Background: an optimization exercise with open tools, aiming at small area, a short achievable clock period and few clock cycles. Do not read the settings as production practice. Only simulation tests tie the RTL to the original design; equivalence was not proved. No activity file was given, so power comes from the tool's default toggle rates.

**design/flow/config.mk**
```make
export PLATFORM = sky130hd
export DESIGN_NAME = backend_top
export DESIGN_NICKNAME = backend_top
export VERILOG_FILES = /design/flow/design.v
export SDC_FILE = /design/flow/constraint.sdc
export NUM_CORES = 4
export LEC_CHECK = 0
export ABC_CLOCK_PERIOD_IN_PS = 2500
export CAP_MARGIN = 20
export CORE_MARGIN = 2
export CORE_UTILIZATION = 45
export CTS_CLUSTER_DIAMETER = 60
export CTS_CLUSTER_SIZE = 22
export PLACE_DENSITY = 0.65
export SLEW_MARGIN = 20
```
**design/flow/constraint.sdc**
```tcl
create_clock -name core_clock -period 10.0 [get_ports {clk}]
set_input_delay 2.0000 -clock core_clock [delete_from_list [all_inputs] [get_ports {clk}]]
set_output_delay 2.0000 -clock core_clock [all_outputs]
set_load 0.01 [all_outputs]
```
**design/flow/design.v**
```verilog
`timescale 1ns/1ps
`default_nettype none
module backend_top (
	input  logic        clk,
	input  logic        rst_n,
	input  logic        fetch_valid,
	input  logic [31:0] fetch_pc,
	input  logic [3:0]  fetch_opcode,
	input  logic [3:0]  fetch_dest,
	input  logic [3:0]  fetch_src1,
	input  logic [3:0]  fetch_src2,
	input  logic [15:0] fetch_imm,
	output logic        fetch_ready,
	output logic        retire_valid,
	output logic [31:0] retire_pc,
	output logic [3:0]  retire_dest,
	output logic [31:0] retire_result,
	output logic        retire_is_branch,
	output logic        retire_taken,
	output logic        retire_exc_flag,
	output logic        retire_br_misp,
	output logic [31:0] retire_redirect_pc,
	output logic        retire_exception
);
	logic d_valid;
	logic ex_valid;
	logic rt_valid;
	logic rt_misp;      
	logic rt_exc;       
	logic rt_kill;      
	logic kill;         
	logic halted;       
	assign fetch_ready = !halted;
	assign kill        = rt_kill;
	logic [31:0] d_pc;
	logic [3:0]  d_rd;       
	logic        d_we;       
	logic [15:1] d_sel1;
	logic [15:1] d_sel2;
	logic        d_fex1;     
	logic        d_fex2;
	logic        d_frt1;     
	logic        d_frt2;
	logic [15:0] d_imm;
	logic        d_imm_b;    
	logic        d_sub;
	logic        d_arith;    
	logic        d_and;
	logic        d_or;
	logic        d_br;
	logic        d_bne;
	logic        d_ill;
	logic [3:0]  ex_rd;
	logic        ex_we;
	logic [15:1] rf_ok;
	logic [15:1] ok_nxt;     
	logic [3:0]  rt_rd;
	logic        rt_wr;      
	logic        f_alu;
	logic        f_addi;
	logic        f_ex1;
	logic        f_ex2;
	logic        f_rt1;
	logic        f_rt2;
	assign f_alu  = (fetch_opcode <= 4'd5);
	assign f_addi = (fetch_opcode == 4'd5);
	assign f_ex1  = d_valid && d_we && (d_rd == fetch_src1);
	assign f_ex2  = d_valid && d_we && (d_rd == fetch_src2);
	assign f_rt1  = ex_valid && ex_we && (ex_rd == fetch_src1);
	assign f_rt2  = ex_valid && ex_we && (ex_rd == fetch_src2);
	always_comb
		for (int i = 1; i < 16; i++)
			ok_nxt[i] = rf_ok[i] || (rt_wr && rt_rd == 4'(i));
	always_ff @(posedge clk) begin
		d_pc    <= fetch_pc;
		d_rd    <= f_alu ? fetch_dest : 4'd0;
		d_we    <= f_alu && (fetch_dest != 4'd0);
		for (int i = 1; i < 16; i++) begin
			d_sel1[i] <= (fetch_src1 == 4'(i)) && ok_nxt[i] && !f_ex1 && !f_rt1;
			d_sel2[i] <= (fetch_src2 == 4'(i)) && ok_nxt[i] && !f_ex2 && !f_rt2 && !f_addi;
		end
		d_fex1  <= f_ex1;
		d_fex2  <= f_ex2 && !f_addi;
		d_frt1  <= f_rt1 && !f_ex1;
		d_frt2  <= f_rt2 && !f_ex2 && !f_addi;
		d_imm   <= fetch_imm;
		d_imm_b <= f_addi;
		d_sub   <= (fetch_opcode == 4'd1);
		d_arith <= (fetch_opcode == 4'd0) || (fetch_opcode == 4'd1) || (fetch_opcode == 4'd5);
		d_and   <= (fetch_opcode == 4'd2);
		d_or    <= (fetch_opcode == 4'd3);
		d_br    <= (fetch_opcode == 4'd6) || (fetch_opcode == 4'd7);
		d_bne   <= (fetch_opcode == 4'd7);
		d_ill   <= fetch_opcode[3];
	end
	logic [15:1][31:0] rf;
	logic [31:0] rt_wb;      
	always_ff @(posedge clk) begin
		for (int i = 1; i < 16; i++)
			if (rt_wr && rt_rd == 4'(i))
				rf[i] <= rt_wb;
	end
	always_ff @(posedge clk or negedge rst_n) begin
		if (!rst_n)
			rf_ok <= '0;
		else
			for (int i = 1; i < 16; i++)
				if (rt_wr && rt_rd == 4'(i))
					rf_ok[i] <= 1'b1;
	end
	logic [31:0] rf_a;
	logic [31:0] rf_b;
	always_comb begin
		rf_a = 32'd0;
		rf_b = 32'd0;
		for (int i = 1; i < 16; i++) begin
			rf_a = rf_a | (rf[i] & {32{d_sel1[i]}});
			rf_b = rf_b | (rf[i] & {32{d_sel2[i]}});
		end
	end
	logic [31:0] alu;
	logic [31:0] opnd_a;
	logic [31:0] opnd_b;
	assign opnd_a = rf_a | (alu & {32{d_fex1}}) | (rt_wb & {32{d_frt1}});
	assign opnd_b = rf_b | (alu & {32{d_fex2}}) | (rt_wb & {32{d_frt2}}) |
		({{16{d_imm[15]}}, d_imm} & {32{d_imm_b}});
	logic [31:0] ex_pc;
	logic [15:0] ex_imm;
	logic [31:0] ex_a;
	logic [31:0] ex_b;       
	logic        ex_sub;     
	logic        ex_arith;
	logic        ex_and;
	logic        ex_or;
	logic        ex_br;
	logic        ex_bne;
	logic        ex_ill;
	always_ff @(posedge clk) begin
		ex_pc    <= d_pc;
		ex_imm   <= d_imm;
		ex_a     <= opnd_a;
		ex_b     <= d_sub ? ~opnd_b : opnd_b;
		ex_rd    <= d_rd;
		ex_we    <= d_we;
		ex_sub   <= d_sub;
		ex_arith <= d_arith;
		ex_and   <= d_and;
		ex_or    <= d_or;
		ex_br    <= d_br;
		ex_bne   <= d_bne;
		ex_ill   <= d_ill;
	end
	logic [31:0] sum;
	logic [31:0] logic_res;
	logic        eq;
	logic        taken;
	logic [31:0] target;
	assign sum       = ex_a + ex_b + {31'd0, ex_sub};
	assign logic_res = ex_and ? (ex_a & ex_b) : ex_or ? (ex_a | ex_b) : (ex_a ^ ex_b);
	assign alu       = ex_arith ? sum : logic_res;
	assign eq        = ~|(ex_a ^ ex_b);
	assign taken     = ex_br && (eq ^ ex_bne);
	logic [16:0] tgt_lo;
	logic [15:0] tgt_hi;
	logic        tgt_c;
	logic        tgt_s;
	assign tgt_lo = {1'b0, ex_pc[15:0]} + {1'b0, ex_imm};
	assign tgt_c  = tgt_lo[16];
	assign tgt_s  = ex_imm[15];
	assign tgt_hi = (tgt_c && !tgt_s) ? ex_pc[31:16] + 16'd1 :
		(!tgt_c && tgt_s) ? ex_pc[31:16] - 16'd1 : ex_pc[31:16];
	assign target = {tgt_hi, tgt_lo[15:0]};
	logic [31:0] rt_pc;
	logic [31:0] rt_result;
	logic        rt_br;
	logic        rt_taken;
	logic        rt_ill;     
	always_ff @(posedge clk) begin
		rt_pc     <= ex_pc;
		rt_result <= ex_br ? target : alu;
		rt_wb     <= alu;
		rt_rd     <= ex_rd;
		rt_br     <= ex_br;
		rt_ill    <= ex_ill;
		rt_taken  <= taken;
	end
	always_ff @(posedge clk or negedge rst_n) begin
		if (!rst_n) begin
			halted   <= 1'b0;
			d_valid  <= 1'b0;
			ex_valid <= 1'b0;
			rt_valid <= 1'b0;
			rt_wr    <= 1'b0;
			rt_misp  <= 1'b0;
			rt_exc   <= 1'b0;
			rt_kill  <= 1'b0;
		end else begin
			halted   <= halted || rt_exc;
			d_valid  <= fetch_valid && !halted && !kill;
			ex_valid <= d_valid && !kill;
			rt_valid <= ex_valid && !kill;
			rt_wr    <= ex_valid && !kill && ex_we;
			rt_misp  <= ex_valid && !kill && taken;
			rt_exc   <= ex_valid && !kill && ex_ill;
			rt_kill  <= ex_valid && !kill && (taken || ex_ill);
		end
	end
	assign retire_valid       = rt_valid;
	assign retire_pc          = rt_pc;
	assign retire_dest        = rt_rd;
	assign retire_result      = rt_result;
	assign retire_is_branch   = rt_br;
	assign retire_taken       = rt_taken;
	assign retire_exc_flag    = rt_ill;
	assign retire_br_misp     = rt_misp;
	assign retire_redirect_pc = rt_result;
	assign retire_exception   = rt_exc;
endmodule
`default_nettype wire
```
**design/flow/flow/run.sh**
```bash
#!/bin/bash
set -euo pipefail
cd "$(dirname "$0")/.."
MARGIN=$(cat flow/setup_margin)
bash standard.sh SETUP_SLACK_MARGIN="$MARGIN" finish > flow_make.log 2>&1
```
**design/flow/flow/setup_margin**
```
6.8
```
**design/flow/standard.sh**
```bash
#!/bin/bash
# synth_recipe.tcl (not shown) runs the flow's synth.tcl, then flattens the netlist and writes it again
# the make line also repeats each setting of config.mk as NAME=value (left out here)
make -C /OpenROAD-flow-scripts/flow DESIGN_CONFIG=/design/flow/config.mk WORK_HOME=/design/flow/orfs CLKGATE_MAP_FILE= SYNTH_SCRIPT=/design/flow/synth_recipe.tcl "${@:-finish}"
```
==> reports/results.ini, run 1 <==
[cts]
path_clk_slew_ns=0.09
root_buffer=clkbuf_16
clock_latency_ns=0.66
postCtsHoldBufs=0
cts_sinks=825
cts_max_path_buffers=3
cts_tree=built
cts_buffers=56
htreeDepth=2

[worst_setup_path]
start_kind=flop
setup.worst_path.class=reg2out
worst_path_largest_cell_delay_ns=0.38
arrival_ns=1.19
path_cells=inv_1, buf_2
r2r_end=ex_b[29]
critPathMaxFanout=2
crit_path_end=fetch_ready
critPathRequiredTime_ns=8.00
r2r_start=ex_b[24]
worst-path-stages=2
crit_buf_inv=2
end_kind=primary output
reg2regPathDepth=11
regToRegSetupSlack_ns=6.86
critPathSlowestCell=dfrtp_1
critPathTopFamily=flip-flops
crit_start=halted

[logic_synthesis]
yosys-top-cells-area=edfxtp_1 (43%), dfxtp_1 (19%), a22oi_1 (8.0%), ha_1 (3.0%), nand4_1 (1.9%)
yosysTopAreaCellShare_pct=42.8
synth_most_common_cell=edfxtp_1
synth_edf_count=480
ys_types=95
avgSynthCellArea_um2=12.7
seq_area_frac_synth_pct=63.6
synthesis.area_um2=33700
synth-seq-cells=825
synth_warnings=1
synth_common_cells=edfxtp_1 (480), a22oi_1 (357), dfxtp_1 (322)
syn_nets=2813
synthArstFlopShare_pct=2.79
synth_cells=2661
synth_largest_area_cell=edfxtp_1
ys.flop_type=edfxtp_1

[pwr]
power.total_mw=6.86
pwr_density_cell_nw_per_um2=180
p_leak_nw=13.7
irDropWorstVdd_v=0.000157

[grt]
grt_pass1_vias=24642
grt_pass1_wl_um=166000
antenna_found_initial=1
grt_max_degree=65
groute.usage.overall_pct=29.2
gr-total-overflow=0

[cells_and_area]
final_cells=3790
drive_gt1_share_pct=15.1
area_delta_synth_final_pct=13.1
final_net_count=2923

[floorplanning]
rows=100
core-area_um2=74300
io_pins=174
die_area_um2=77100
die_width_um=278
initial_core_util_pct=45.4
die_h_um=278

[routing]
drc=0
firstDrtPassIters=10
ant_nets=0
wl_um=116000
wire_per_inst_um=30.6
via_count=25476
drtIter0Drc=4945
drt-vias-per-instance=6.72

[timing]
fmax_mhz=313
finClkSkew_ns=0.0409
finalSetupTns_ns=0
min_period_ns=3.19
hold_violations=0
slew_viol_final=0
relSlewSlack_pct=35.6
period_share_pct=31.9
grt_setup_unrepaired=yes
setup_viol=0
tightest_slew_ns=0.964

[min_path]
whs_path_depth=0
min_path_type=reg2reg

[placement]
portBuffers=173
place_congestion=0.926
placedCellCount=3668
hpwl_um=62400

[outcome]
outcome=no timing/DRC/antenna violations

[flow_run]
maxCapViolCount=0

==> registers in the layout (all words and copies together) (netlist names), 4 cells and up <==
signal     cells
rt_wb         32
rf_ok         15
ex_rd          4
d_sel1        15
d_imm         16
d_pc          32
ex_b          32
ex_a          32
rt_result     32
d_sel2        15
ex_pc         32
rt_rd          4
d_rd           4
rt_pc         32
ex_imm        16
rf           480
==> per-stage QoR <==
stage                     utilization, %  hold slack (ns)  setup WS (ns)  cell area [um^2]
after floorplan                        -            0.310           6.74             33800
after global placement              48.9            0.312           5.73             36300
after detailed placement            48.9            0.313           5.70             36300
after CTS                           51.0            0.328           6.61             37900
after global routing                51.3            0.327           6.76             38100
final                               51.3            0.326           6.81             38100
==> worst min-delay path by stage <==
stage | from | slack (ns) | end
2_1_floorplan | d_and | 0.31 | ex_and
3_3_place_gp | d_pc[0] | 0.31 | ex_pc[0]
3_5_place_dp | d_pc[22] | 0.31 | ex_pc[22]
4_1_cts | d_br | 0.33 | ex_br
5_1_grt | d_pc[17] | 0.33 | ex_pc[17]
6_report | d_br | 0.33 | ex_br
==> final cells by class <==
cell class	instances	area (um^2)
clock inverter	37	389
multi-input combinational	1531	11300
antenna	3	7.51
clock buffer	68	1520
inverter	108	409
timing repair buffer	249	1800
sequential	825	21500
tap	969	1210
fill	6353	36200
==> cell usage in the layout, fill, tap and decap left out, types with 60 or more instances in the layout <==
cell             netlist  final
a211oi_1              68     67
ha_1                  82     79
a22oi_1              357    357
a21oi_1              105     87
dfxtp_1              322    276
nand4_1              101    101
inv_1                106    106
buf_4                 33     74
edfxtp_1             480    480
nand2_1              112    111
xnor2_1               64     64
nor2_1               113    101
buf_2                 12    105
clkdlybuf4s50_1        0     60
a221oi_1              70     70
==> repair_timing <==
item | CTS | global route
pin swaps | 5 | 10
setup buffers | 5 | 9
resized for setup | 473 | 52
endpoints found under the setup margin | 174 | 80
==> cells by family after synthesis <==
group           after synthesis  synth area share, %
compound gates              830                 18.6
flops                       825                 63.6
simple gates                506                 7.69
buf+inv                     305                 3.98
xor+xnor                     97                 2.52
fa+ha+maj                    85                 3.22
mux                          13                0.419
==> where the power goes <==
part	internal, mW	leakage, nW	switching [mW]
clock	1.16	0.946	1.27
sequential	3.75	7.38	0.135
combinational	0.212	5.34	0.339
==> metal layers <==
layer | vias to the layer above | part of all wire (%) | wire (um) | track usage (%)
met3 | 464 | 16 | 18800 | 9.54
met2 | 2268 | 42 | 49100 | 42.7
met1 | 12172 | 37 | 42500 | 39.5
met4 | 0 | 4.8 | 5590 | 13.2
li1 | 10572 | - | - | -
met5 | - | 0 | 0 | 0
Testbench counts, summed over its fixed seeds: cycles 29,094.
==> run 2: changes to the inputs <==
==> design/flow/flow/setup_margin (replaced) <==
6.75
==> reports/results.ini, run 2 <==
[outcome]
outcome=no timing/DRC/antenna violations

[cells_and_area]
drive_gt1_share_pct=12.9  ; -2.2 points
fin_util_pct=51.7  ; +0.44 points
largest-register=rf
area_delta_synth_final_pct=14.1
final_net_count=2918  ; -0.17%
fillers=6297  ; -0.88%
largest_reg_flops=480  ; unchanged
final_common_cell=edfxtp_1
final_cells=3784  ; -0.16%
fin_area_um2=38500  ; +0.86%
final_cell_mix=edfxtp_1 (480), a22oi_1 (357), dfxtp_1 (288)

[timing]
hold_violations=0  ; unchanged
fin_hold_ws_ns=0.328  ; +0.00209 ns
setup_viol=0  ; unchanged
slew_viol_final=0  ; unchanged
finClkSkew_ns=0.0424  ; +0.00152 ns
period_share_pct=32.3  ; +0.35 points
setup_slack_ns=6.77  ; -0.0354 ns
min_period_ns=3.23  ; +0.0354 ns
fmax_mhz=310  ; -1.1%
finalSetupTns_ns=0  ; unchanged
grt_setup_unrepaired=yes
relSlewSlack_pct=36.7  ; +1.1 points
tightest_slew_ns=0.948  ; -0.0162 ns

[pwr]
pwr_density_cell_nw_per_um2=179  ; -0.54%
power.total_mw=6.88  ; +0.31%
irDropWorstVdd_v=0.000156  ; -0.61%
p_leak_nw=13.7  ; -0.12%

[logic_synthesis]
synthArstFlopShare_pct=2.79  ; unchanged
yosysTopAreaCellShare_pct=42.8  ; unchanged
synth_edf_count=480  ; unchanged
seq_area_frac_synth_pct=63.6  ; unchanged
synthesis.area_um2=33700  ; unchanged
yosys-top-cells-area=edfxtp_1 (43%), dfxtp_1 (19%), a22oi_1 (8.0%), ha_1 (3.0%), nand4_1 (1.9%)
synth_largest_area_cell=edfxtp_1
synth_common_cells=edfxtp_1 (480), a22oi_1 (357), dfxtp_1 (322)
avgSynthCellArea_um2=12.7  ; unchanged
ys_types=95  ; unchanged
synth_warnings=1  ; unchanged
ys.flop_type=edfxtp_1
synth_cells=2661  ; unchanged
synth_most_common_cell=edfxtp_1
synth-seq-cells=825  ; unchanged
syn_nets=2813  ; unchanged

[routing]
drtIter0Drc=4878  ; -1.4%
firstDrtPassIters=8  ; -2
via_count=25486  ; +0.039%
drt-vias-per-instance=6.74  ; +0.20%
wire_per_inst_um=30.6  ; about the same
ant_nets=0  ; unchanged
wl_um=116000  ; -0.20%
drc=0  ; unchanged

[floorplanning]
io_pins=174  ; unchanged
die_area_um2=77100  ; unchanged
core-area_um2=74300  ; unchanged
die_width_um=278  ; unchanged
initial_core_util_pct=45.4  ; unchanged
die_h_um=278  ; unchanged
rows=100  ; unchanged

[worst_setup_path]
critPathMaxFanout=2  ; unchanged
end_kind=primary output
arrival_ns=1.23  ; +0.04 ns
critPathRequiredTime_ns=8.00  ; about the same
worst_path_largest_cell_delay_ns=0.35  ; -0.03 ns
path_cells=clkdlybuf4s15_2
regToRegSetupSlack_ns=6.78  ; -0.08 ns
crit_buf_inv=1  ; -1
critPathSlowestCell=dfxtp_2
setup.worst_path.class=reg2out
critPathTopFamily=flip-flops
start_kind=flop

[flow_run]
maxCapViolCount=0  ; unchanged

[placement]
placed_cell_area_um2=36300  ; unchanged
placedCellCount=3668  ; unchanged
place_congestion=0.926  ; unchanged
portBuffers=173  ; unchanged
place_ws_ns=5.70  ; unchanged
hpwl_um=62400  ; unchanged

[cts]
cts_sinks=825  ; unchanged
cts_max_path_buffers=3  ; unchanged
clock_latency_ns=0.66  ; about the same
htreeDepth=2  ; unchanged
path_clk_slew_ns=0.08  ; about the same
cts_tree=built
cts_buffers=56  ; unchanged
root_buffer=clkbuf_16

[grt]
grt_max_degree=65  ; unchanged
grt_pass1_wl_um=166000  ; -0.27%
grt_pass1_vias=24598  ; -0.18%
groute.usage.overall_pct=29.1  ; -0.063 points
gr-total-overflow=0  ; unchanged
antenna_found_initial=1  ; unchanged

[min_path]
min_path_type=reg2reg

run 2: logic make-up after synthesis:
logic type      count (synthesis)  share of synthesized area (%)
mux                            13                          0.419
simple gates                  506                           7.69
compound gates                830                           18.6
fa+ha+maj                      85                           3.22
buf+inv                       305                           3.98
xor+xnor                       97                           2.52
flops                         825                           63.6
run 2: where the power goes:
group          switching [mW]  total [mW]  leakage [nW]  internal (mW)
clock                    1.27        2.43         0.946           1.16
sequential              0.137        3.88          7.38           3.75
combinational           0.337       0.565          5.33          0.228
run 2: worst paths after layout:
| kind | start | end | depth (start not counted) |
|---|---|---|---|
| setup / recovery | rt_result[30] | retire_result[30] | 1 |
| hold / removal | d_pc[17] | ex_pc[17] | 0 |
| setup reg to reg | ex_a[15] | ex_b[19] | 10 |
| hold reg to reg | d_pc[17] | ex_pc[17] | 0 |
| max in group asynchronous | rst_n | halted | 1 |
| min in group asynchronous | rst_n | rf_ok[2] | 1 |
run 2: per-layer routing:
metal,wire length [um],track usage (%),vias to the layer above
met5,0,0,-
met4,5960,13.1,0
met3,18600,9.43,495
met2,48800,42.7,2250
met1,42500,39.4,12172
li1,-,-,10569
run 2: final cells by class:
cell class | count | area, um^2 | share of cell area, %
clock inverters | 37 | 389 | 1.01
inverters | 108 | 409 | 1.06
clock buffers | 68 | 1520 | 3.95
repair buffers | 244 | 2170 | 5.65
well taps | 969 | 1210 | 3.15
flip-flops and latches | 825 | 21500 | 55.9
multi-input cells | 1531 | 11300 | 29.3
diodes | 2 | 5.00 | 0.0130
run 2: what timing repair did:
action / in CTS / in global routing
hold endpoints to repair: 0 / 0
setup endpoints to repair: 159 / 99
pin swaps: 3 / 8
hold buffers: 0 / 0
buffers inserted: 5 / 4
gates resized for setup: 294 / 76
==> run 3: changes to the inputs <==
==> design/flow/flow/setup_margin (replaced) <==
6.8
--- a/design/flow/config.mk
+++ b/design/flow/config.mk
@@ -11,5 +11,5 @@
 export CORE_UTILIZATION = 45
 export CTS_CLUSTER_DIAMETER = 60
-export CTS_CLUSTER_SIZE = 22
+export CTS_CLUSTER_SIZE = 26
 export PLACE_DENSITY = 0.65
 export SLEW_MARGIN = 20
==> reports/results.ini, run 3 <==
[outcome]
outcome=no timing/DRC/antenna violations

[logic_synthesis]
seq_area_frac_synth_pct=63.6  ; unchanged
synth_cells=2661  ; unchanged
yosys-top-cells-area=edfxtp_1 (43%), dfxtp_1 (19%), a22oi_1 (8.0%), ha_1 (3.0%), nand4_1 (1.9%)
ys.flop_type=edfxtp_1
synth_edf_count=480  ; unchanged
synth_warnings=1  ; unchanged
synth_common_cells=edfxtp_1 (480), a22oi_1 (357), dfxtp_1 (322)
syn_nets=2813  ; unchanged
avgSynthCellArea_um2=12.7  ; unchanged
synthArstFlopShare_pct=2.79  ; unchanged
synth_largest_area_cell=edfxtp_1
synth-seq-cells=825  ; unchanged
ys_types=95  ; unchanged
synth_most_common_cell=edfxtp_1
synthesis.area_um2=33700  ; unchanged
yosysTopAreaCellShare_pct=42.8  ; unchanged

[floorplanning]
die_width_um=278  ; unchanged
io_pins=174  ; unchanged
die_area_um2=77100  ; unchanged
rows=100  ; unchanged
core-area_um2=74300  ; unchanged
initial_core_util_pct=45.4  ; unchanged
die_h_um=278  ; unchanged

[worst_setup_path]
start_kind=flop
regToRegSetupSlack_ns=6.85  ; +0.07 ns
critPathRequiredTime_ns=8.00  ; about the same
critPathMaxFanout=2  ; unchanged
setup.worst_path.class=reg2out
arrival_ns=1.19  ; -0.04 ns
end_kind=primary output

[timing]
relSlewSlack_pct=37.1  ; +0.40 points
grt_setup_unrepaired=yes
finClkSkew_ns=0.0326  ; -0.00981 ns
min_period_ns=3.19  ; -0.0377 ns
hold_violations=0  ; unchanged
fmax_mhz=314  ; +1.2%
fin_hold_ws_ns=0.330  ; +0.00228 ns
setup_viol=0  ; unchanged
tightest_slew_ns=0.942  ; -0.00598 ns
period_share_pct=31.9  ; -0.38 points
slew_viol_final=0  ; unchanged
finalSetupTns_ns=0  ; unchanged

[cells_and_area]
area_delta_synth_final_pct=13.4
drive_gt1_share_pct=15.4  ; +2.5 points
final_net_count=2923  ; +0.17%
final_common_cell=edfxtp_1
largest_reg_flops=480  ; unchanged
final_cell_mix=edfxtp_1 (480), a22oi_1 (357), dfxtp_1 (275)
largest-register=rf

[cts]
root_buffer=clkbuf_16
htreeDepth=2  ; unchanged
cts_max_path_buffers=3  ; unchanged
cts_buffers=54  ; -3.6%
cts_tree=built
cts_sinks=825  ; unchanged
postCtsHoldBufs=0  ; unchanged
clock_latency_ns=0.66  ; about the same
path_clk_slew_ns=0.09  ; about the same

[routing]
firstDrtPassIters=10  ; +2
wl_um=116000  ; about the same
wire_per_inst_um=30.6  ; about the same
via_count=25447  ; -0.15%
drt-vias-per-instance=6.72  ; -0.26%
ant_nets=0  ; unchanged
drc=0  ; unchanged
drtIter0Drc=4914  ; +0.74%

[flow_run]
maxCapViolCount=0  ; unchanged

[min_path]
min_path_type=reg2reg

[grt]
grt_max_degree=65  ; unchanged
groute.usage.overall_pct=29.2  ; +0.049 points
grt_pass1_wl_um=166000  ; +0.26%
gr-total-overflow=0  ; unchanged
antenna_found_initial=7  ; +6
grt_pass1_vias=24687  ; +0.36%

[placement]
place_congestion=0.926  ; unchanged
hpwl_um=62400  ; unchanged
portBuffers=173  ; unchanged

[pwr]
p_int_mw=5.16  ; +0.40%
sw_frac_of_total_pct=25.8  ; +0.38 points
p_comb_share_pct=7.9  ; -0.3 points
clkPwrFrac_pct=36.2  ; +0.8 points
seq_power_share_pct=55.9  ; -0.5 points
irDropWorstVdd_v=0.000157  ; +0.52%
pwr_density_cell_nw_per_um2=182  ; +1.5%
p_leak_nw=13.7  ; +0.41%
p_switching_mw=1.79  ; +2.4%

run 3: layout make-up:
cell class | count | area, um^2
Clock inverter | 41 | 562
Antenna cell | 2 | 5.00
Tap cell | 969 | 1210
Inverter | 108 | 409
Sequential cell | 825 | 21500
Timing Repair Buffer | 251 | 1810
Fill cell | 6340 | 36100
Multi-Input combinational cell | 1531 | 11300
Clock buffer | 61 | 1430
run 3: logic make-up after synthesis:
group	share of synthesized area, %
xor+xnor	2.52
mux	0.419
buf+inv	3.98
flops	63.6
simple gates	7.69
compound gates	18.6
fa+ha+maj	3.22
run 3: critical path, stage by stage (launching register included):
cell and delay (ns):
dfrtp_1 0.38, inv_1 0.05, buf_2 0.11
run 3: per-stage QoR:
step,power (mW),cells,area (um^2),setup WS [ns],utilization (%)
after CTS,6.95,3775,37900,6.59,51.1
after global placement,4.50,3668,36300,5.73,48.9
after detailed placement,4.52,3668,36300,5.70,48.9
after global routing,7.16,3787,38200,6.75,51.4
after floorplan,4.24,2661,33800,6.74,-
final,6.95,3788,38200,6.81,51.4
run 3: timing repair:
item,4_1_cts,5_1_grt
endpoints found under the setup margin,174,74
endpoints found under the hold margin,0,0
gates resized for setup,478,55
setup buffers,5,11
pin swaps,4,16
run 3: power groups by stage:
stage               logic (mW)  clock network (mW)  registers (mW)
CTS                      0.528                2.54            3.88
floorplan                0.323                   0            3.91
detailed placement       0.563                   0            3.95
finish                   0.551                2.51            3.88
global route             0.592                2.67            3.90
global placement         0.556                   0            3.95
run 3: metal layers:
metal	global-route usage, %	up-vias	wire length [um]
met4	13.2	2	5890
met5	0	-	12
met3	9.26	506	18600
met1	39.5	12042	42300
li1	-	10575	-
met2	42.8	2322	49000
run 3: path summary, 6_finish.rpt:
check	start	to	depth (start not counted)
worst max-delay path	halted	fetch_ready	2
worst min-delay path	d_and	ex_and	0
worst max register to register	ex_b[23]	ex_b[29]	11
worst min register to register	d_and	ex_and	0
max in group asynchronous	rst_n	ex_valid	1
min in group asynchronous	rst_n	rf_ok[2]	1

-- port drivers added, routing unchanged --
No port has a modelled driver above. Below, the same layouts with a new extraction and two added sets of constraints.
Step 1 sets driving cells, clkbuf_16 on the clock port and buf_2 on the other inputs (assumed; they add their load-dependent delay and slew).
Step 2 adds t to the input delays and takes it off the output delays; t is the mean of the earliest and latest rising clock arrival at the registers after step 1. Input paths then give back, and output paths get back, about the clock's delay inside the block.
a / b / c = ideal / step 1 / step 2; a / b = the first two.
| run | t, ns | setup slack, ns | worst setup path at the end |
|---|---|---|---|
| run 1 | 0.706 | 6.810 / 6.742 / 6.230 | input to register |
| run 2 | 0.707 | 6.774 / 6.706 / 6.223 | input to register |
| run 3 | 0.708 | 6.812 / 6.748 / 6.236 | input to register |
After both steps every run listed still meets setup and hold. The setup slack of run 1, which loses most, moves by -0.068 ns with the drivers and by -0.580 ns with both steps.
